This is an optimization exercise on Yosys and OpenROAD, whose aim is small area, a short achievable clock period and few clock cycles, not a production implementation.
Where RTL was checked, it was by simulation tests only, not by an equivalence proof against the original.
No functional check of the RTL was part of runs 1 to 3.
Power figures rest on the tool's default switching activity, not on a simulated workload.

===== flow/design.v =====
`timescale 1ns/1ns
package mem_ctrl_pkg;
    localparam int addr_width = 32;
    localparam int data_width = 32;
    localparam int sb_depth       = 8;
    localparam int sb_index_width = 3;
    typedef logic [addr_width-1:0] addr_t;
    typedef logic [data_width-1:0] word_t;
    typedef logic [7:0]            byte_t;
    typedef enum logic [1:0] {
        size_byte = 2'd0,
        size_half = 2'd1,
        size_word = 2'd2
    } access_size_t;
    typedef enum logic [2:0] {
        op_lb  = 3'd0,
        op_lh  = 3'd1,
        op_lw  = 3'd2,
        op_lbu = 3'd3,
        op_lhu = 3'd4
    } load_op_t;
    typedef struct packed {
        addr_t        addr;
        word_t        data;
        access_size_t size;
    } store_entry_t;
    typedef struct packed {
        logic         write;
        addr_t        addr;
        access_size_t size;
        word_t        data;
    } burst_req_t;
    typedef struct packed {
        logic  write;
        addr_t addr;
        byte_t wdata;
    } ram_bus_t;
endpackage
`timescale 1ns/1ns
module mem_ctrl_top (
    input  logic        clk,
    input  logic        rst,
    output logic        ram_write,
    output logic [31:0] ram_addr,
    output logic [7:0]  ram_wdata,
    input  logic [7:0]  ram_rdata,
    input  logic        fetch_req,
    input  logic [31:0] fetch_pc,
    output logic        fetch_valid,
    output logic [31:0] fetch_inst,
    input  logic        load_req,
    input  logic [2:0]  load_op,
    input  logic [31:0] load_addr,
    output logic        load_valid,
    output logic [31:0] load_value,
    input  logic        commit_valid,
    input  logic [31:0] commit_addr,
    input  logic [31:0] commit_data,
    input  logic [1:0]  commit_size,
    output logic        buffer_full,
    input  logic        rollback
);
    localparam int SB_N = 7;
    logic [31:0] sb_addr [0:SB_N-1];
    logic [31:0] sb_data [0:SB_N-1];
    logic [1:0]  sb_last [0:SB_N-1];
    logic [2:0]  sb_head;
    logic [2:0]  sb_tail;
    logic [2:0]  sb_cnt;
    logic        sb_full;
    logic        sb_empty;
    assign sb_full     = (sb_cnt == 3'(SB_N));
    assign sb_empty    = (sb_cnt == 3'd0);
    assign buffer_full = sb_full;
    function automatic logic [2:0] ptr_inc(input logic [2:0] p);
        ptr_inc = (p == 3'(SB_N - 1)) ? 3'd0 : p + 3'd1;
    endfunction
    function automatic logic [1:0] size_last(input logic [1:0] sz);
        case (sz)
            2'd0:    size_last = 2'd0;
            2'd1:    size_last = 2'd1;
            default: size_last = 2'd3;
        endcase
    endfunction
    function automatic logic [1:0] op_last(input logic [2:0] op);
        case (op)
            3'd0, 3'd3: op_last = 2'd0;
            3'd1, 3'd4: op_last = 2'd1;
            default:    op_last = 2'd3;
        endcase
    endfunction
    logic [31:0] fa;          
    logic        sv;          
    logic [2:0]  iss;         
    logic        got4;        
    logic [1:0]  pid;         
    logic        s_own;       
    logic        blk;         
    logic        chk;         
    logic        hit_q;       
    logic        adv_q;       
    logic        cmp_pend;    
    logic        cmp_live;    
    logic [1:0]  cmp_pid;
    logic        load_pend;
    logic [31:0] load_addr_q;
    logic [2:0]  load_op_q;
    logic        bus_rd;
    logic        bus_ld;
    logic        bus_lv;      
    logic [1:0]  bus_lane;
    logic [1:0]  bus_lastidx;
    logic [1:0]  bus_pid;
    logic [23:0] st_data;
    logic        ret_v;
    logic        ret_ld;
    logic        ret_lv;
    logic [1:0]  ret_lane;
    logic        ret_last;
    logic [1:0]  ret_pid;
    logic        ret_sgn;
    logic [31:0] res;
    assign fetch_inst = res;
    assign load_value = res;
    logic        bus_last;
    logic        st_cont, ld_cont, busy;
    logic        miss, own_e;
    logic [2:0]  iss_e;
    logic        blk_e;
    logic        r2, r3, r4, r5, s_go;
    logic        adv_wi, adv_wo;
    logic        inval, rst34;
    logic        cap_cmp, cap_cur3;
    logic [1:0]  pid_n, tag_pid;
    logic [31:0] addr_inc;
    assign bus_last = (bus_lane == bus_lastidx);
    assign addr_inc = ram_addr + 32'd1;
    always_comb begin
        st_cont = ram_write && !bus_last;
        ld_cont = bus_rd && bus_ld && !bus_last;
        busy    = st_cont || ld_cont;
        miss    = chk && !hit_q;
        own_e   = s_own;
        iss_e   = miss ? 3'd0 : iss;
        blk_e   = blk && !sb_empty;
        r2      = !busy && own_e && !blk_e && (iss_e != 3'd4) && (sb_cnt < 3'd6);
        r3      = !busy && !r2 && !sb_empty;
        r4      = !busy && !r2 && sb_empty && load_pend;
        r5      = !busy && !r2 && sb_empty && !load_pend && !own_e && sv && (iss_e != 3'd4);
        s_go    = r2 || r5;
        adv_wi  = r2 && (iss_e == 3'd3);
        adv_wo  = own_e && (iss_e == 3'd4);
        inval   = commit_valid && !fetch_req && (!s_own || rollback);
        rst34   = r3 || r4;
        cap_cmp  = ret_v && !ret_ld && cmp_pend && (ret_pid == cmp_pid);
        cap_cur3 = ret_v && !ret_ld && !cap_cmp && (ret_pid == pid) && (ret_lane == 2'd3);
        pid_n    = pid + 2'((miss || adv_wi || adv_wo || inval || rst34) ? 1 : 0);
        tag_pid  = (inval || adv_wi) ? pid : pid_n;
    end
    always_ff @(posedge clk) begin
        if (rst) begin
            sb_head <= 3'd0;
            sb_tail <= 3'd0;
            sb_cnt  <= 3'd0;
        end else begin
            if (commit_valid) sb_tail <= ptr_inc(sb_tail);
            if (r3)           sb_head <= ptr_inc(sb_head);
            case ({commit_valid, r3})
                2'b10:   sb_cnt <= sb_cnt + 3'd1;
                2'b01:   sb_cnt <= sb_cnt - 3'd1;
                default: sb_cnt <= sb_cnt;
            endcase
        end
    end
    always_ff @(posedge clk) begin
        if (!sb_full) begin
            sb_addr[sb_tail] <= commit_addr;
            sb_data[sb_tail] <= commit_data;
            sb_last[sb_tail] <= size_last(commit_size);
        end
    end
    always_ff @(posedge clk) begin
        if (fetch_req) begin
            fa <= fetch_pc;
        end else if (adv_q || adv_wo) begin
            fa <= addr_inc;
        end
        if (fetch_req) hit_q <= sv && !adv_q && (fetch_pc == fa);
        if (load_req) begin
            load_addr_q <= load_addr;
            load_op_q   <= load_op;
        end
    end
    always_ff @(posedge clk) begin
        if (rst) begin
            sv        <= 1'b0;
            iss       <= 3'd0;
            got4      <= 1'b0;
            pid       <= 2'd0;
            s_own     <= 1'b0;
            blk       <= 1'b0;
            chk       <= 1'b0;
            adv_q     <= 1'b0;
            cmp_pend  <= 1'b0;
            cmp_pid   <= 2'd0;
            cmp_live  <= 1'b0;
            load_pend <= 1'b0;
        end else begin
            pid   <= pid_n;
            chk   <= fetch_req;
            adv_q <= adv_wi;
            if (fetch_req) sv <= 1'b1;
            if (adv_wi || adv_wo || inval || rst34) begin
                iss  <= 3'd0;
                got4 <= 1'b0;
            end else begin
                iss  <= iss_e + (s_go ? 3'd1 : 3'd0);
                got4 <= (got4 && !miss) || cap_cur3;
            end
            if (fetch_req) begin
                s_own <= 1'b1;
                blk   <= !sb_empty;
            end else begin
                if (adv_wi || adv_wo || rollback) s_own <= 1'b0;
                if (sb_empty)                     blk   <= 1'b0;
            end
            if (adv_wi || (adv_wo && !(got4 || cap_cur3))) begin
                cmp_pend <= 1'b1;
                cmp_live <= !rollback;
                cmp_pid  <= pid;
            end else if (cap_cmp && ret_lane == 2'd3) begin
                cmp_pend <= 1'b0;
                cmp_live <= 1'b0;
            end
            if (rollback) cmp_live <= 1'b0;
            if (load_req)            load_pend <= 1'b1;
            if (r4 || rollback)      load_pend <= 1'b0;
        end
    end
    always_ff @(posedge clk) begin
        if (rst) begin
            ram_write <= 1'b0;
            bus_rd    <= 1'b0;
        end else begin
            ram_write <= st_cont || r3;
            bus_rd    <= ld_cont || r4 || s_go;
        end
    end
    always_ff @(posedge clk) begin
        if (st_cont || ld_cont) begin
            bus_lv    <= bus_lv && !rollback;
            ram_addr  <= addr_inc;
            bus_lane  <= bus_lane + 2'd1;
            ram_wdata <= st_data[7:0];
            st_data   <= {8'd0, st_data[23:8]};
        end else if (r3) begin
            ram_addr    <= sb_addr[sb_head];
            ram_wdata   <= sb_data[sb_head][7:0];
            st_data     <= sb_data[sb_head][31:8];
            bus_lane    <= 2'd0;
            bus_lastidx <= sb_last[sb_head];
        end else if (r4) begin
            ram_addr    <= load_addr_q;
            bus_lane    <= 2'd0;
            bus_lastidx <= op_last(load_op_q);
            bus_ld      <= 1'b1;
            bus_lv      <= !rollback;
        end else if (s_go) begin
            ram_addr    <= (iss_e == 3'd0 && !adv_q) ? fa : addr_inc;
            bus_lane    <= iss_e[1:0];
            bus_lastidx <= 2'd3;
            bus_ld      <= 1'b0;
            bus_pid     <= tag_pid;
        end
    end
    always_ff @(posedge clk) begin
        if (rst) begin
            ret_v <= 1'b0;
        end else begin
            ret_v <= bus_rd;
        end
        ret_ld   <= bus_ld;
        ret_lv   <= bus_lv && !rollback;
        ret_lane <= bus_lane;
        ret_last <= bus_last;
        ret_pid  <= bus_pid;
        ret_sgn  <= bus_ld && (load_op_q == 3'd0 || load_op_q == 3'd1);
    end
    logic fill;
    assign fill = ret_sgn && ram_rdata[7];
    always_ff @(posedge clk) begin
        if (ret_v) begin
            for (int j = 0; j < 4; j++) begin
                if (ret_lane == 2'(j)) begin
                    res[8*j +: 8] <= ram_rdata;
                end else if (ret_ld && ret_last && ret_lane < 2'(j)) begin
                    res[8*j +: 8] <= {8{fill}};
                end
            end
        end
    end
    always_ff @(posedge clk) begin
        if (rst) begin
            fetch_valid <= 1'b0;
            load_valid  <= 1'b0;
        end else begin
            fetch_valid <= !rollback && ((cap_cmp && cmp_live && ret_lane == 2'd3)
                                         || (adv_wo && (got4 || cap_cur3)));
            load_valid  <= !rollback && ret_v && ret_ld && ret_lv && ret_last;
        end
    end
endmodule

===== flow/run.sh =====
#!/bin/bash
# synth_recipe.tcl (not shown) runs the flow's synth.tcl, then flattens the netlist and writes it again
# the make line also repeats each setting of config.mk as NAME=value (left out here)
make -C /OpenROAD-flow-scripts/flow DESIGN_CONFIG=/design/flow/config.mk WORK_HOME=/design/flow/orfs CLKGATE_MAP_FILE= SYNTH_SCRIPT=/design/flow/synth_recipe.tcl finish

===== flow/config.mk =====
export PLATFORM = sky130hd
export DESIGN_NAME = mem_ctrl_top
export DESIGN_NICKNAME = mem_ctrl_top
export VERILOG_FILES = /design/flow/design.v
export SDC_FILE = /design/flow/constraint.sdc
export NUM_CORES = 4
export LEC_CHECK = 0
export CAP_MARGIN = 20
export CORE_MARGIN = 2
export CORE_UTILIZATION = 40
export SLEW_MARGIN = 20

===== flow/constraint.sdc =====
create_clock -name core_clock -period 5.0 [get_ports {clk}]
set_input_delay 1.0000 -clock core_clock [delete_from_list [all_inputs] [get_ports {clk}]]
set_output_delay 1.0000 -clock core_clock [all_outputs]
set_load 0.01 [all_outputs]

==> impl_results.md, run 1 <==
* RSZ-0062 raised after global routing: false
* CTS Buffer Depth at 3
* Most used standard cell by instance count after synthesis: edfxtp_1
* Post-CTS sizing at 0
* Yosys warnings at 1
* Row cnt at 96
* Setup TNS at 0 ns
* Synth top area share at about two thirds
* Gate count after technology mapping at approximately 1700
* Hold Crit Start: bus_pid[0]
* Vias in the first global route at 15800
* Vias at between 15000 and 20000
* Synth area leader: edfxtp_1
* Share of layout cells above drive strength 1 at 13.0%
* First-pass GRT wire length at 99200 µm
* Ports at 255
* Pwr dens at 512 mW/mm²
* Hold path cells at 0
* Leak Pwr at between 0.01 and 0.015 µW
* Worst r2r src: hit_q
* Synth Cell Area at 0.0276 mm²
* First-pass DRT Iterations at 5
* Worst slew pin tran at about 1 ns
* EDFF count, synth at 626
* Pre-CTS setup slack at 1.53 ns
* Fraction of registers with async set/reset at 0%
* WP data arrival at 4.00 ns
* # setup viols final at 0
* Dominant register cell in the synthesized netlist: edfxtp_1
* Die Y at about 270 µm
* Routed WL at 67000 µm
* Worst Skew at 0.0229 ns
* Root Driver: clkbuf_16
* Number of vias per cell at 5.41
* Type of the tightest min-delay check: register to register
* Max Cap Viol at 0
* Period utilization at 69.3%
* Fin nets at between 2000 and 2500
* Starting DRC count in detailed routing at 1340
* RR Endpoint: sb_cnt[2]
* Initial antenna violation count at 11
* Flops & latches, synth at between 600 and 700
* Post-synthesis sequential area ratio at 71.6%
* CTS tree: yes
* Port bufs at around 250
* Routed Antenna Nets at 0
* Critical path start-end classification: register to register
* Fin crit period at 3.47 ns
* Status: timing/DRC/antenna clean
* CP Launch Point: hit_q
* # Post-CTS Setup Buffers at 0
* CP required at 5.53 ns
* Number of remaining DRC errors at 0
* Clock slew at reported path FFs at 0.06 ns
* Fin. max-slew vios at 0
* Area delta synth->final at 21.0%
* Slew headroom at 32.9%
* Net Count, Synth at about 1900
* CTS Buf Count at 73
* Worst Setup Start Kind: register
* Crit. End Element: register
* Largest net degree at the start of global routing at 85
* Total Routing Usage GR at 18.7%
* Final WS setup at 1.53 ns
* GP Congestion at 0.861
* CTS H-tree lvls at 3
* Fillers at ~5700
* Count of final hold-check violations at 0
* Final core occ at 48.8%
* Antenna diodes at 0
* Post-synth top cells: edfxtp_1, nand2_1, mux2i_1, o21ai_0, mux4_2
* Detailed Place HPWL at around 42000 µm
* CTS Sinks at a little under 700
* Clk Latency, worst-skew pair at 0.62 ns
* Die width at about 270 µm
* Worst R2R Path Depth at 12
* Post-CTS Hold Buffers at 0
* FMAX at around 290 MHz
* R2R setup slack at 1.53 ns
* Routed WL per cell at 23.2 µm
* Area contributors post-synth: edfxtp_1, mux4_2, mux2i_1
* Initial Util at 40.3%
* Distinct cells, synth at 68
* Peak VDD IR at 0.000303 V
* Die area at 0.0711 mm²
* Core area at ~0.068 mm²
* Hold EP: ret_pid[0]
* Tot Pwr at 17100 µW
* Syn_area_per_cell at ~16 µm²
* Overflow left after global routing at 0
* CP max FO at 40
-- how the worst max path moves through the flow --
| stage | slack [ns] | cells after the start | endpoint |
|---|---|---|---|
| final | 1.53 | 12 | sb_cnt[2] |
| after global routing | 1.28 | 12 | sb_cnt[2] |
| after CTS | 1.54 | 12 | sb_cnt[2] |
| after detailed placement | 1.53 | 12 | sb_cnt[2] |
| after global placement | 1.62 | 12 | sb_cnt[2] |
| after floorplan | -2.62 | 2 | sb_addr[3][0] |
-- layout by cell type, fill, tap and decap left out, types with 30 or more instances in the layout --
| cell type | count |
|---|---|
| mux4_2 | 66 |
| buf_4 | 30 |
| nor2_1 | 63 |
| edfxtp_1 | 626 |
| dfxtp_1 | 46 |
| nand2_1 | 149 |
| o21ai_0 | 104 |
| mux2i_1 | 124 |
| xnor2_1 | 48 |
| a21oi_1 | 39 |
| clkdlybuf4s50_1 | 253 |
| clkbuf_16 | 74 |
| mux2_2 | 31 |
-- power by group --
part	switching (µW)	internal, µW
registers	470	7090
clock network	2220	3140
logic	2380	1820
total	5070	12000
-- area by class of cell --
type | count | area [µm²] | area share [%]
sequential | 675 | 19800 | 59.2
multi-input combinational | 898 | 7230 | 21.6
timing repair buffer | 288 | 2840 | 8.51
clock buffer | 96 | 1980 | 5.94
tap | 882 | 1100 | 3.30
clock inverter | 37 | 408 | 1.22
inverter | 16 | 60.1 | 0.180
-- kinds of logic (layout without fill, tap and decap cells) --
group           after synthesis  count (layout)  synth area share [%]
xor+xnor                     74              74                  2.35
flops                       675             675                  71.6
buf+inv                     138             437                  2.59
fa+ha+maj                     6               6                 0.299
compound gates              283             283                  6.70
mux                         221             221                  11.1
simple gates                314             314                  5.28
-- layer usage --
metal / routed length [µm] / global-route usage, % / share of wire (%) / vias up
li1: - / - / - / 7111
met4: 1340 / 5.31 / 2.0 / 16
met3: 4330 / 4.52 / 6.5 / 97
met1: 28900 / 24.9 / 43 / 7983
met2: 32400 / 30.7 / 48 / 427
met5: 103 / 0 / 0.15 / -
-- critical path: stages, from the launching register on --
cell and delay (ns):
edfxtp_1 0.31, nand2b_1 0.40, a31oi_4 0.20, a21oi_4 0.14, buf_4 0.44, nand2_1 0.13, inv_1 0.44, ha_1 0.28
inv_1 0.06, fa_1 0.37, xor2_1 0.16, or3_1 0.31, a21oi_1 0.14
-- registers in the layout (all words and copies together), names as in the netlist, 3 cells and up, named ones only --
name and cells:
sb_tail 3, sb_cnt 3, res 32, load_addr_q 32
fa 32, ram_addr 32, sb_addr 224, sb_data 224
iss 3, sb_head 3, sb_last 14, load_op_q 3
st_data 24, ram_wdata 8
-- stage by stage --
step                      hold slack, ns  cells  area (µm²)
after floorplan                    0.323   1711       27600
after global placement             0.347   2759       31000
after detailed placement           0.333   2759       31000
after CTS                          0.354   2892       33400
after global routing               0.370   2892       33400
final                              0.349   2892       33400
==> run 2, diff against run 1 <==
--- a/flow/config.mk
+++ b/flow/config.mk
@@ -8,4 +8,5 @@
 export CAP_MARGIN = 20
 export CORE_MARGIN = 2
 export CORE_UTILIZATION = 40
+export SETUP_SLACK_MARGIN = 2.5
 export SLEW_MARGIN = 20
==> run 2 against run 1 <==
Against the previous run:
- still clean on timing, DRC and antenna
- worst setup slack better by 0.96 ns
- via count is 2.2% higher
- utilization is 0.78 points higher
- clock power is 0.9% lower
- final area is 1.6% higher
- final cell count is 1.8% higher
- area after synthesis stayed put
- wire length is 3.5% higher
- combinational power is 9.7% higher
- sequential share of layout area is 0.90 points lower
- critical path type unchanged
- largest cell class unchanged
- largest power group unchanged
- highest routed layer unchanged
==> impl_results.md, run 2 <==
* Gate count after technology mapping at 1711 (unchanged)
* Distinct cells, synth at 68 (unchanged)
* Comb power frac at 26.5% (was 24.6%)
* Post-synth top cells: edfxtp_1, nand2_1, mux2i_1, o21ai_0, mux4_2 (unchanged)
* Core area at 0.0685 mm² (unchanged)
* Routed WL per cell at 23.6 µm (was 23.2 µm)
* Starting DRC count in detailed routing at 1193 (was 1340)
* EDFF count, synth at 626 (unchanged)
* Critical path start-end classification: register to register (unchanged)
* Fin. max-slew vios at 0 (unchanged)
* Hold path cells at 0 (unchanged)
* First-pass GRT wire length at 102000 µm (was 99200 µm)
* Flops & latches, synth at 675 (unchanged)
* CTS Buffer Depth at 3 (unchanged)
* Largest registers: sb_addr (224), sb_data (224) (unchanged)
* Period utilization at 50.2% (was 69.3%)
* Port bufs at 254 (unchanged)
* Share of layout cells above drive strength 1 at 16.4% (was 13.0%)
* CTS Buf Count at 73 (unchanged)
* Setup TNS at 0 ns (unchanged)
* WP data arrival at 3.02 ns (was 4.00 ns)
* Detailed Place HPWL at 41300 µm (was 41700 µm)
* CTS Sinks at 675 (unchanged)
* Final core occ at 49.6% (was 48.8%)
* Routed WL at 69400 µm (was 67000 µm)
* CTS tree: yes (unchanged)
* Fraction of registers with async set/reset at 0% (unchanged)
* Die Y at 267 µm (unchanged)
* Dominant register cell in the synthesized netlist: edfxtp_1 (unchanged)
* Vias at 16000 (was 15600)
* Type of the tightest min-delay check: register to register (unchanged)
* Initial antenna violation count at 7 (was 11)
* Total Routing Usage GR at 19.2% (was 18.7%)
* Net Count, Synth at 1864 (unchanged)
* Pwr dens at 513 mW/mm² (was 512 mW/mm²)
* Worst R2R Path Depth at 10 (was 12)
* Synth Cell Area at 0.0276 mm² (unchanged)
* RSZ-0062 raised after global routing: true (was false)
* Clock power frac at 30.5% (was 31.3%)
* Worst r2r src: iss[2] (was hit_q)
* Root Driver: clkbuf_16 (unchanged)
* Clock slew at reported path FFs at 0.06 ns (about the same)
* Commonest non-fill, non-tap cell in the layout: edfxtp_1 (unchanged)
* Synth area leader: edfxtp_1 (unchanged)
* Number of vias per cell at 5.43 (was 5.41)
* Die area at 0.0711 mm² (unchanged)
* GP Congestion at 0.843 (was 0.861)
* CP max FO at 7 (was 40)
* CTS H-tree lvls at 3 (unchanged)
* Die width at 267 µm (unchanged)
* Initial Util at 40.3% (unchanged)
* Fin nets at 2160 (was 2105)
* Sw Ratio at 29.7% (was 29.6%)
* # setup viols final at 0 (unchanged)
* Syn_area_per_cell at 16.1 µm² (unchanged)
* Post-CTS Hold Buffers at 0 (unchanged)
* Vias in the first global route at 16200 (was 15800)
* CP required at 5.51 ns (was 5.53 ns)
* Largest net degree at the start of global routing at 105 (was 85)
* Post-synthesis sequential area ratio at 71.6% (unchanged)
* FMAX at 398 MHz (was 288 MHz)
* Most used standard cell by instance count after synthesis: edfxtp_1 (unchanged)
* Row cnt at 96 (unchanged)
* Fin crit period at 2.51 ns (was 3.47 ns)
* NetSw at 5170 µW (was 5070 µW)
* RR Endpoint: sb_cnt[2] (unchanged)
* Status: timing/DRC/antenna clean (unchanged)
* Area delta synth->final at 23.0% (was 21.0%)
* Worst Setup Start Kind: register (unchanged)
* Seq pwr share at 43.0% (was 44.1%)
* R2R setup slack at 2.49 ns (was 1.53 ns)
* Peak VDD IR at 0.000368 V (was 0.000303 V)
* Overflow left after global routing at 0 (unchanged)
* Area contributors post-synth: edfxtp_1, mux4_2, mux2i_1 (unchanged)
* Count of final hold-check violations at 0 (unchanged)
* Pint at 12200 µW (was 12000 µW)
* Number of remaining DRC errors at 0 (unchanged)
* Hold EP: ret_pid[1] (was ret_pid[0])
* Most frequent cells in the layout: edfxtp_1, nand2_1, clkdlybuf4s50_1 (was edfxtp_1, clkdlybuf4s50_1, nand2_1)
* Hold Crit Start: bus_pid[1] (was bus_pid[0])
* Max Cap Viol at 0 (unchanged)
* Synth top area share at 68.1% (unchanged)
* Clk Latency, worst-skew pair at 0.62 ns (about the same)
* Yosys warnings at 1 (unchanged)
* Worst Skew at 0.0156 ns (was 0.0229 ns)
* Worst slew pin tran at 1.09 ns (was 1.00 ns)
* Slew headroom at 26.9% (was 32.9%)
* Routed Antenna Nets at 0 (unchanged)
* Leak Pwr at 0.0114 µW (was 0.0109 µW)
* Ports at 255 (unchanged)
* Crit. End Element: register (unchanged)
* First-pass DRT Iterations at 5 (unchanged)
-- run 2: changes by cell type in the layout (fill, tap and decap cells not counted), moves of 5 or more --
cell             before  now
buf_4                30   72
clkdlybuf4s50_1     253  146
clkinv_2             12    7
buf_12                4    9
dlygate4sd2_1         0  104
-- run 2: logic make-up (layout without fill, tap and decap cells) --
logic type               Yosys count  after routing  synth area share, %
adder cells (fa/ha/maj)            6              6                0.299
multiplexers                     221            221                 11.1
XOR/XNOR                          74             74                 2.35
flip-flops                       675            675                 71.6
AND/OR/NAND/NOR                  314            315                 5.28
AO/OA/AOI/OAI                    283            283                 6.70
buffers and inverters            138            486                 2.59
other                              0              1                    0
-- run 2: metal layers --
metal | wire length (µm) | GRT usage, % | vias up | share of wire (%)
li1 | - | - | 7214 | -
met3 | 4030 | 3.79 | 118 | 5.8
met5 | 80 | 0 | - | 0.12
met2 | 33700 | 31.3 | 480 | 49
met4 | 2230 | 6.86 | 12 | 3.2
met1 | 29300 | 25.6 | 8157 | 42
-- run 2: how the worst max path moves through the flow --
stage | startpoint | cells after the start | endpoint | slack, ns
finish | iss[2] | 10 | sb_cnt[2] | 2.49
global route | bus_lane[0] | 11 | sb_cnt[2] | 2.41
CTS | bus_lane[1] | 11 | sb_cnt[2] | 2.28
detailed placement | bus_lane[0] | 11 | sb_cnt[2] | 1.31
global placement | bus_lane[0] | 11 | sb_cnt[2] | 1.40
floorplan | sb_cnt[0] | 2 | sb_addr[3][0] | 1.76
-- run 2: layout make-up --
class,count,area (µm²)
diodes,1,2.50
clock buffers,98,2010
clock inverters,30,338
fillers,5714,34500
inverters,16,80.1
multi-input cells,899,7380
flip-flops and latches,675,19800
well taps,882,1100
repair buffers,342,3230
-- run 2: critical path, cell delays in order, from the launching register on --
cell	delay, ns
dfxtp_1	0.50
a31oi_4	0.20
a21oi_4	0.27
nand2_8	0.09
clkinvlp_4	0.13
ha_1	0.19
inv_1	0.06
fa_1	0.37
xor2_1	0.15
or3_1	0.30
a21oi_1	0.16
-- run 2: metrics by stage --
| step | instances | worst slack (ns) | hold WS, ns | instance area [µm²] | total power, µW |
|---|---|---|---|---|---|
| final | 2943 | 2.49 | 0.348 | 33900 | 17400 |
| after global routing | 2942 | 2.41 | 0.355 | 33900 | 18200 |
| after CTS | 2920 | 2.28 | 0.348 | 33700 | 17400 |
| after detailed placement | 2753 | 1.31 | 0.338 | 31000 | 11900 |
| after global placement | 2753 | 1.40 | 0.333 | 31000 | 11800 |
| after floorplan | 1711 | 1.76 | 0.323 | 27800 | 10200 |
-- run 2: what timing repair did --
action                                  in CTS  in global routing
resized for setup                          139                 20
hold endpoints to repair                     0                  0
pin swaps                                    7                  9
endpoints found under the setup margin     392                102
cloned                                       1                  1
setup buffers                               38                 21
-- run 2: power groups by stage --
stage          combinational [µW]  clock [µW]  sequential, µW
4_1_cts                      4480        5440            7490
2_1_floorplan                2650           0            7600
5_1_grt                      4980        5630            7560
6_report                     4620        5310            7490
3_5_place_dp                 4120           0            7730
3_3_place_gp                 4080           0            7710
==> run 3, diff against run 2 <==
--- a/flow/config.mk
+++ b/flow/config.mk
@@ -8,5 +8,6 @@
 export CAP_MARGIN = 20
 export CORE_MARGIN = 2
 export CORE_UTILIZATION = 40
-export SETUP_SLACK_MARGIN = 2.5
+export CTS_BUF_LIST = sky130_fd_sc_hd__clkbuf_4 sky130_fd_sc_hd__clkbuf_8
+export CTS_CLUSTER_SIZE = 24
 export SLEW_MARGIN = 20
==> run 3 against run 2 <==
Against the previous run:
- still clean on timing, DRC and antenna
- combinational power is 8.9% lower
- sequential power is 0.9% higher
- global-route usage is 0.43 points lower
- area after synthesis stayed put
- synthesized cell count stayed put
- non-clock buffer count is 54 lower
- largest cell class unchanged
- largest power group unchanged
- highest routed layer unchanged
==> impl_results.md, run 3 <==
* Fillers at 5801 (was 5714)
* Yosys warnings at 1 (unchanged)
* Type of the tightest min-delay check: register to register (unchanged)
* CTS Buf Count at 110 (was 73)
* Fin. max-slew vios at 0 (unchanged)
* CP cell instances: nand2b_1 > a31oi_4 > a21oi_4 > buf_4 > nand2_1 > inv_1 > ha_1 > inv_1 > fa_1 > xor2_1 > or3_1 > a21oi_1 (was a31oi_4 > a21oi_4 > nand2_8 > clkinvlp_4 > ha_1 > inv_1 > fa_1 > xor2_1 > or3_1 > a21oi_1)
* Wl on met1 at 28500 µm (was 29300 µm)
* CP most frequent cell: inv_1
* Syn_area_per_cell at 16.1 µm² (unchanged)
* Final core occ at 48.5% (was 49.6%)
* Most used standard cell by instance count after synthesis: edfxtp_1 (unchanged)
* Fraction of registers with async set/reset at 0% (unchanged)
* R2R setup slack at 1.52 ns (was 2.49 ns)
* Slew headroom at 31.8% (was 26.9%)
* Starting DRC count in detailed routing at 1306 (was 1193)
* RR Endpoint: sb_cnt[2] (unchanged)
* Fin nets at 2142 (was 2160)
* GP Congestion at 0.861 (was 0.843)
* CP Launch Point: hit_q (was iss[2])
* RSZ-0062 raised after global routing: false (was true)
* Period utilization at 69.7% (was 50.2%)
* First-pass DRT Iterations at 7 (was 5)
* Largest registers: sb_addr (224), sb_data (224) (unchanged)
* Number of vias per cell at 5.31 (was 5.43)
* Synth top area share at 68.1% (unchanged)
* Area contributors post-synth: edfxtp_1, mux4_2, mux2i_1 (unchanged)
* Die Y at 267 µm (unchanged)
* Max stage delay on crit path at 0.44 ns (was 0.50 ns)
* Post-CTS sizing at 0 (was 139)
* Initial antenna violation count at 10 (was 7)
* FMAX at 287 MHz (was 398 MHz)
* Clk Latency, worst-skew pair at 0.74 ns (was 0.62 ns)
* Leak Pwr at 0.0109 µW (was 0.0114 µW)
* Post-synth top cells: edfxtp_1, nand2_1, mux2i_1, o21ai_0, mux4_2 (unchanged)
* Synth area leader: edfxtp_1 (unchanged)
* CTS Buffer Depth at 3 (unchanged)
* CTS Sinks at 675 (unchanged)
* Die area at 0.0711 mm² (unchanged)
* Met2 WL post-DR at 32800 µm (was 33700 µm)
* DR top layer: met5 (unchanged)
* Crit path buffers/inverters at 3 (was 2)
* Stages on the worst setup path at 12 (was 10)
* Total Routing Usage GR at 18.8% (was 19.2%)
* Port bufs at 254 (unchanged)
* Flops & latches, synth at 675 (unchanged)
* Pwr dens at 498 mW/mm² (was 513 mW/mm²)
* Critical Path End: sb_cnt[2] (unchanged)
* Worst r2r src: hit_q (was iss[2])
* Detailed Place HPWL at 41700 µm (was 41300 µm)
* Crit. End Element: register (unchanged)
* Dominant register cell in the synthesized netlist: edfxtp_1 (unchanged)
* Share of layout cells above drive strength 1 at 15.6% (was 16.4%)
* Fin crit period at 3.48 ns (was 2.51 ns)
* Area delta synth->final at 20.4% (was 23.0%)
* Row cnt at 96 (unchanged)
* CP required at 5.61 ns (was 5.51 ns)
* Vias in the first global route at 16000 (was 16200)
* CP max FO at 40 (was 7)
* Number of remaining DRC errors at 0 (unchanged)
* Met3 routed WL at 4610 µm (was 4030 µm)
* Most frequent cells in the layout: edfxtp_1, clkdlybuf4s50_1, nand2_1 (was edfxtp_1, nand2_1, clkdlybuf4s50_1)
* Net Count, Synth at 1864 (unchanged)
* # setup viols final at 0 (unchanged)
* Tot Pwr at 16500 µW (was 17400 µW)
* Worst R2R Path Depth at 12 (was 10)
* Count of final hold-check violations at 0 (unchanged)
* Crit-path slowest cell: inv_1 (was dfxtp_1)
* Ports at 255 (unchanged)
* First-pass GRT wire length at 99600 µm (was 102000 µm)
* Root Driver: clkbuf_8 (was clkbuf_16)
* CTS tree: yes (unchanged)
* Core area at 0.0685 mm² (unchanged)
* Commonest non-fill, non-tap cell in the layout: edfxtp_1 (unchanged)
* Top delay family on crit path: buffers and inverters (was compound AO/OA/AOI/OAI gates)
* Peak VDD IR at 0.000343 V (was 0.000368 V)
* Post-synthesis sequential area ratio at 71.6% (unchanged)
* Routed WL at 67200 µm (was 69400 µm)
* Routed WL per cell at 22.7 µm (was 23.6 µm)
* Gate count after technology mapping at 1711 (unchanged)
* Post-CTS Hold Buffers at 0 (unchanged)
* Status: timing/DRC/antenna clean (unchanged)
* Routed Antenna Nets at 0 (unchanged)
* CTS H-tree lvls at 3 (unchanged)
* Vias at 15700 (was 16000)
* Overflow left after global routing at 0 (unchanged)
* EDFF count, synth at 626 (unchanged)
* Die width at 267 µm (unchanged)
* Worst slew pin tran at 1.02 ns (was 1.09 ns)
* Critical path start-end classification: register to register (unchanged)
* Largest net degree at the start of global routing at 85 (was 105)
* # Post-CTS Setup Buffers at 0 (was 38)
* Synth Cell Area at 0.0276 mm² (unchanged)
* Clock slew at reported path FFs at 0.06 ns (about the same)
* Worst Setup Start Kind: register (unchanged)
* WP data arrival at 4.10 ns (was 3.02 ns)
* Distinct cells, synth at 68 (unchanged)
* Initial Util at 40.3% (unchanged)
* Worst Skew at 0.0368 ns (was 0.0156 ns)
* Max Cap Viol at 0 (unchanged)
==> run 3: changes by cell type in the layout (fill, tap and decap cells not counted), sizes merged <==
cell	change
diode	+1
clkinvlp	+1
dlygate4sd2	-104
inv	+3
clkdlybuf4s50	+107
dlymetal6s2s	-2
bufinv	-2
clkbuf	+40
nand2	-1
buf	-54
clkinv	+33
==> run 3: per-layer routing <==
metal	track usage [%]	vias to the layer above
met5	0	-
met2	31.0	486
met4	5.54	12
met3	4.44	107
li1	-	7198
met1	24.7	7944
==> run 3: through the flow <==
step / area [µm²] / TNS [ns] / setup WS [ns] / std cells / hold slack (ns)
6_report: 33200 / 0 / 1.52 / 2965 / 0.355
5_1_grt: 33200 / 0 / 1.25 / 2964 / 0.373
4_1_cts: 33200 / 0 / 1.51 / 2963 / 0.355
3_5_place_dp: 31000 / 0 / 1.53 / 2759 / 0.333
3_3_place_gp: 31000 / 0 / 1.62 / 2759 / 0.347
2_1_floorplan: 27600 / -346.36 / -2.62 / 1711 / 0.323
==> run 3: kinds of logic (layout without fill, tap and decap cells) <==
group | after synthesis | in the layout | share of synthesized area, %
DFF | 675 | 675 | 71.6
other | 0 | 2 | 0
adders and majority gates | 6 | 6 | 0.299
muxes | 221 | 221 | 11.1
xor gates and xnor gates | 74 | 74 | 2.35
and+or+nand+nor | 314 | 314 | 5.28
AOI/OAI and AO/OA | 283 | 283 | 6.70
buffers and inverters | 138 | 508 | 2.59
==> run 3: how the worst min path moves through the flow <==
| stage | slack, ns | end | cells past startpoint | start |
|---|---|---|---|---|
| 2_1_floorplan | 0.32 | ret_pid[0] | 0 | bus_pid[0] |
| 3_3_place_gp | 0.35 | ret_pid[0] | 0 | bus_pid[0] |
| 3_5_place_dp | 0.33 | ret_pid[0] | 0 | bus_pid[0] |
| 4_1_cts | 0.35 | ret_pid[0] | 0 | bus_pid[0] |
| 5_1_grt | 0.37 | ret_pid[0] | 0 | bus_pid[0] |
| 6_report | 0.36 | ret_pid[0] | 0 | bus_pid[0] |
==> run 3: area by class of cell <==
cell class,instances,area (µm²),area share [%]
Sequential cell,675,19800,59.5
Multi-Input combinational cell,898,7230,21.7
Timing Repair Buffer,288,2840,8.55
Clock buffer,139,1760,5.30
Tap cell,882,1100,3.32
Clock inverter,65,448,1.35
Inverter,16,60.1,0.181
Antenna cell,2,5.00,0.0151
==> run 3: power breakdown <==
part	internal [µW]	switching, µW	total, µW
Combinational	1820	2390	4210
Clock	2540	2220	4770
Sequential	7090	472	7560
==> run 4, diff against run 3 <==
--- a/flow/design.v
+++ b/flow/design.v
@@ -107,14 +107,12 @@
     logic [2:0]  load_op_q;
     logic        bus_rd;
     logic        bus_ld;
-    logic        bus_lv;      
     logic [1:0]  bus_lane;
     logic [1:0]  bus_lastidx;
     logic [1:0]  bus_pid;
     logic [23:0] st_data;
     logic        ret_v;
     logic        ret_ld;
-    logic        ret_lv;
     logic [1:0]  ret_lane;
     logic        ret_last;
     logic [1:0]  ret_pid;
@@ -137,15 +135,15 @@
     assign addr_inc = ram_addr + 32'd1;
     always_comb begin
         st_cont = ram_write && !bus_last;
-        ld_cont = bus_rd && bus_ld && !bus_last;
+        ld_cont = bus_rd && bus_ld && !bus_last && !rollback;
         busy    = st_cont || ld_cont;
         miss    = chk && !hit_q;
-        own_e   = s_own;
+        own_e   = s_own && !rollback;
         iss_e   = miss ? 3'd0 : iss;
         blk_e   = blk && !sb_empty;
         r2      = !busy && own_e && !blk_e && (iss_e != 3'd4) && (sb_cnt < 3'd6);
         r3      = !busy && !r2 && !sb_empty;
-        r4      = !busy && !r2 && sb_empty && load_pend;
+        r4      = !busy && !r2 && sb_empty && load_pend && !rollback;
         r5      = !busy && !r2 && sb_empty && !load_pend && !own_e && sv && (iss_e != 3'd4);
         s_go    = r2 || r5;
         adv_wi  = r2 && (iss_e == 3'd3);
@@ -185,7 +183,7 @@
         end else if (adv_q || adv_wo) begin
             fa <= addr_inc;
         end
-        if (fetch_req) hit_q <= sv && !adv_q && (fetch_pc == fa);
+        if (fetch_req) hit_q <= sv && (fetch_pc == fa);
         if (load_req) begin
             load_addr_q <= load_addr;
             load_op_q   <= load_op;
@@ -226,7 +224,7 @@
             end
             if (adv_wi || (adv_wo && !(got4 || cap_cur3))) begin
                 cmp_pend <= 1'b1;
-                cmp_live <= !rollback;
+                cmp_live <= 1'b1;
                 cmp_pid  <= pid;
             end else if (cap_cmp && ret_lane == 2'd3) begin
                 cmp_pend <= 1'b0;
@@ -248,7 +246,6 @@
     end
     always_ff @(posedge clk) begin
         if (st_cont || ld_cont) begin
-            bus_lv    <= bus_lv && !rollback;
             ram_addr  <= addr_inc;
             bus_lane  <= bus_lane + 2'd1;
             ram_wdata <= st_data[7:0];
@@ -264,7 +261,6 @@
             bus_lane    <= 2'd0;
             bus_lastidx <= op_last(load_op_q);
             bus_ld      <= 1'b1;
-            bus_lv      <= !rollback;
         end else if (s_go) begin
             ram_addr    <= (iss_e == 3'd0 && !adv_q) ? fa : addr_inc;
             bus_lane    <= iss_e[1:0];
@@ -277,10 +273,9 @@
         if (rst) begin
             ret_v <= 1'b0;
         end else begin
-            ret_v <= bus_rd;
+            ret_v <= bus_rd && !(bus_ld && rollback);
         end
         ret_ld   <= bus_ld;
-        ret_lv   <= bus_lv && !rollback;
         ret_lane <= bus_lane;
         ret_last <= bus_last;
         ret_pid  <= bus_pid;
@@ -306,7 +301,7 @@
         end else begin
             fetch_valid <= !rollback && ((cap_cmp && cmp_live && ret_lane == 2'd3)
                                          || (adv_wo && (got4 || cap_cur3)));
-            load_valid  <= !rollback && ret_v && ret_ld && ret_lv && ret_last;
+            load_valid  <= !rollback && ret_v && ret_ld && ret_last;
         end
     end
 endmodule
--- a/flow/config.mk
+++ b/flow/config.mk
@@ -8,6 +8,4 @@
 export CAP_MARGIN = 20
 export CORE_MARGIN = 2
 export CORE_UTILIZATION = 40
-export CTS_BUF_LIST = sky130_fd_sc_hd__clkbuf_4 sky130_fd_sc_hd__clkbuf_8
-export CTS_CLUSTER_SIZE = 24
 export SLEW_MARGIN = 20
==> run 4 against run 3 <==
Against the previous run:
- worst setup slack got worse by 0.21 ns
- hold slack got worse by 0.0083 ns
- synthesized cell count increased by 3.7%
- sequential power rose by 1%
- sequential share of layout area decreased by 1.1 points
- global-route usage rose by 0.37 points
==> impl_results.md, run 4 <==
* Status: timing/DRC/antenna clean (unchanged)
* R2R setup slack at 1.84 ns (was 1.52 ns)
* Simple-gate area share of the yosys netlist at 6.20% (was 5.28%)
* CTS Sinks at 673 (was 675)
* Comb power frac at 24.3% (was 25.5%)
* Routed WL at 69600 µm (was 67200 µm)
* Ports at 255 (unchanged)
* Synth area leader: edfxtp_1 (unchanged)
* Synth Cell Area at 0.0280 mm² (was 0.0276 mm²)
* Hold EP: ret_pid[1] (was ret_pid[0])
* Post-synthesis sequential area ratio at 70.5% (was 71.6%)
* CP required at 5.37 ns (was 5.61 ns)
* Fin crit period at 3.69 ns (was 3.48 ns)
* Fin nets at 2170 (was 2142)
* WP data arrival at 4.06 ns (was 4.10 ns)
* First-pass GRT wire length at 102000 µm (was 99600 µm)
* Flops & latches, synth at 673 (was 675)
* Most frequent cells in the layout: edfxtp_1, clkdlybuf4s50_1, nand2_1 (unchanged)
* Gate count after technology mapping at 1774 (was 1711)
* Core area at 0.0689 mm² (was 0.0685 mm²)
* CTS Buf Count at 72 (was 110)
* Dominant register cell in the synthesized netlist: edfxtp_1 (unchanged)
* Row cnt at 96 (unchanged)
* Total Routing Usage GR at 19.2% (was 18.8%)
* Count of final hold-check violations at 0 (unchanged)
* CP max FO at 30 (was 40)
* Fin. max-slew vios at 0 (unchanged)
* Post-CTS Hold Buffers at 0 (unchanged)
* Synth top area share at 67.0% (was 68.1%)
* Distinct cells, synth at 80 (was 68)
* # Post-CTS Setup Buffers at 0 (unchanged)
* Worst R2R Path Depth at 9 (was 12)
* Port bufs at 254 (unchanged)
* Vias in the first global route at 15700 (was 16000)
* Fillers at 5889 (was 5801)
* Initial antenna violation count at 9 (was 10)
* Mux cell area share after synthesis at 10.5% (was 11.1%)
* Max stage delay on crit path at 0.70 ns (was 0.44 ns)
* FMAX at 271 MHz (was 287 MHz)
* Area delta synth->final at 20.6% (was 20.4%)
* Routed Antenna Nets at 0 (unchanged)
* Net Count, Synth at 1927 (was 1864)
* Main combinational cell family by area after synthesis: multiplexers (unchanged)
* Xor-xnor portion of the synthesized cell area at 2.31% (was 2.35%)
* Hold path cells at 0 (unchanged)
* Commonest non-fill, non-tap cell in the layout: edfxtp_1 (unchanged)
* Worst Setup Start Kind: input port (was register)
* Initial Util at 40.6% (was 40.3%)
* Type of the tightest min-delay check: register to register (unchanged)
* Crit-path slowest cell: clkdlybuf4s50_1 (was inv_1)
* Sw Ratio at 30.0% (was 30.7%)
* Peak VDD IR at 0.000285 V (was 0.000343 V)
* Root Driver: clkbuf_16 (was clkbuf_8)
* CP most frequent cell: buf_4 (was inv_1)
* Stages on the worst setup path at 10 (was 12)
* Die width at 269 µm (was 267 µm)
* Slew headroom at 33.5% (was 31.8%)
* Worst slew pin tran at 0.990 ns (was 1.02 ns)
* Top delay family on crit path: buffers and inverters (unchanged)
* Yosys warnings at 1 (unchanged)
* # setup viols final at 0 (unchanged)
* CP cell instances: clkdlybuf4s50_1 > and3b_4 > o2bb2ai_4 > buf_4 > o2111ai_4 > inv_2 > buf_4 > nor2_1 > a21o_1 > a22o_1 (was nand2b_1 > a31oi_4 > a21oi_4 > buf_4 > nand2_1 > inv_1 > ha_1 > inv_1 > fa_1 > xor2_1 > or3_1 > a21oi_1)
* Detailed Place HPWL at 45200 µm (was 41700 µm)
* Pint at 12000 µW (was 11500 µW)
* Clock power frac at 31.3% (was 28.8%)
* Critical path start-end classification: input port to register (was register to register)
* Post-synth top cells: edfxtp_1, nand2_1, mux2i_1, nor2_1, o21ai_0 (was edfxtp_1, nand2_1, mux2i_1, o21ai_0, mux4_2)
* Crit. End Element: register (unchanged)
* EDFF count, synth at 625 (was 626)
* Tot Pwr at 17200 µW (was 16500 µW)
* Adder-cell share of the synthesized area at 0.295% (was 0.299%)
* Worst r2r src: bus_lane[0] (was hit_q)
* Routed WL per cell at 23.1 µm (was 22.7 µm)
* RSZ-0062 raised after global routing: false (unchanged)
* Share of layout cells above drive strength 1 at 14.3% (was 15.6%)
* Leak Pwr at 0.0111 µW (was 0.0109 µW)
* Die Y at 269 µm (was 267 µm)
* Overflow left after global routing at 0 (unchanged)
* RR Endpoint: ram_addr[19] (was sb_cnt[2])
* Worst Skew at 0.0175 ns (was 0.0368 ns)
* CTS Buffer Depth at 3 (unchanged)
* Clock slew at reported path FFs at 0.06 ns (about the same)
* CTS H-tree lvls at 3 (unchanged)
* Hold Slack at 0.347 ns (was 0.355 ns)
* Largest net degree at the start of global routing at 69 (was 85)
* Number of vias per cell at 5.32 (was 5.31)
* Number of remaining DRC errors at 0 (unchanged)
* Most used standard cell by instance count after synthesis: edfxtp_1 (unchanged)
* Die area at 0.0721 mm² (was 0.0711 mm²)
* Starting DRC count in detailed routing at 1451 (was 1306)
* Area contributors post-synth: edfxtp_1, mux4_2, mux2i_1 (unchanged)
* Clk Latency, worst-skew pair at 0.62 ns (was 0.74 ns)
* Crit path buffers/inverters at 4 (was 3)
* Fraction of registers with async set/reset at 0% (unchanged)
* CTS tree: yes (unchanged)
* Vias at 16000 (was 15700)
* Syn_area_per_cell at 15.8 µm² (was 16.1 µm²)
* Seq pwr share at 44.5% (was 45.7%)
* NetSw at 5160 µW (was 5080 µW)
* Largest registers: sb_addr (224), sb_data (224) (unchanged)
* Setup TNS at 0 ns (unchanged)
* Synth Area in Compound Gates at 7.28% (was 6.70%)
* First-pass DRT Iterations at 5 (was 7)
* Pwr dens at 509 mW/mm² (was 498 mW/mm²)
* Post-CTS sizing at 0 (unchanged)
* Hold Crit Start: bus_pid[1] (was bus_pid[0])
* Max Cap Viol at 0 (unchanged)
* Period utilization at 73.9% (was 69.7%)
* GP Congestion at 0.894 (was 0.861)
[run 4: routing by layer]
layer	part of all wire, %	GRT usage (%)
met2	48	31.4
met1	43	25.8
met4	2.3	5.00
met5	0.15	0
met3	6.7	4.35
[run 4: cell families after synthesis]
group / after synthesis
simple gates: 358
xor+xnor: 73
compound gates: 300
buf+inv: 156
flops: 673
mux: 208
fa+ha+maj: 6
[run 4: power groups by stage]
stage	clock [µW]	combinational, µW	sequential (µW)
final	5370	4170	7640
after global placement	0	4110	7730
after CTS	5490	4200	7640
after global routing	5700	4530	7700
after detailed placement	0	4180	7740
after floorplan	0	2700	7580
[run 4: per-stage QoR]
| stage | instances | util (%) | instance area (µm²) | worst slack, ns |
|---|---|---|---|---|
| final | 3008 | 49.0 | 33800 | 1.31 |
| after detailed placement | 2874 | 45.5 | 31400 | 0.730 |
| after global routing | 3005 | 49.0 | 33800 | 1.18 |
| after global placement | 2874 | 45.5 | 31400 | 0.795 |
| after CTS | 3005 | 49.0 | 33800 | 1.39 |
| after floorplan | 1774 | - | 28000 | 1.01 |
[run 4: area by class of cell]
| cell class | instances | area [µm²] | area share [%] |
|---|---|---|---|
| Multi-Input combinational cell | 945 | 7500 | 22.2 |
| Clock inverter | 39 | 435 | 1.29 |
| Timing Repair Buffer | 292 | 2840 | 8.42 |
| Sequential cell | 673 | 19700 | 58.5 |
| Antenna cell | 3 | 7.51 | 0.0222 |
| Clock buffer | 92 | 1940 | 5.74 |
| Tap cell | 931 | 1160 | 3.45 |
| Inverter | 33 | 124 | 0.367 |
[run 4: worst max path at each step]
stage | startpoint | end
after floorplan | sb_tail[1] | sb_addr[3][0]
after global placement | rollback | ram_addr[19]
after detailed placement | rollback | ram_addr[19]
after CTS | rollback | ram_addr[23]
after global routing | rollback | ram_addr[19]
final | rollback | ram_addr[19]
Testbench counts of run 4, summed over its fixed seeds: cycles 65,693.

[port drivers added, routing unchanged]
Ports are ideal in the flow. The routed layouts listed here were re-timed in OpenROAD. Step 1, drivers: a clkbuf_16 drives clk and a buf_2 each remaining input, both assumed. Step 2 times the ports against the registers' clock, not the clock port: input delays grow and output delays shrink by t, the midpoint of the rising clock arrivals with the driver on. Slacks: no drivers / after step 1 / after step 2; pairs: no drivers / after step 1.
run | t, ns | slack for setup (ns) | hold WS [ns] | latest minus earliest clock arrival (ns) | worst register clock-pin slew, ns
run 1 | 0.673 | 1.533 / 1.533 / 1.533 | 0.349 / 0.349 / 0.349 | 0.024 / 0.023 | 0.06 / 0.06
run 2 | 0.673 | 2.489 / 2.489 / 1.887 | 0.348 / 0.348 / 0.348 | 0.015 / 0.015 | 0.06 / 0.06
run 3 | 0.776 | 1.517 / 1.517 / 1.517 | 0.355 / 0.355 / 0.355 | 0.042 / 0.041 | 0.07 / 0.07
run 4 | 0.666 | 1.307 / 1.318 / 0.652 | 0.347 / 0.347 / 0.347 | 0.018 / 0.018 | 0.06 / 0.06
After both steps setup and hold are still met in every run listed. For run 4, which loses most, drivers alone change the setup slack by +0.011 ns; drivers and shift together by -0.655 ns.
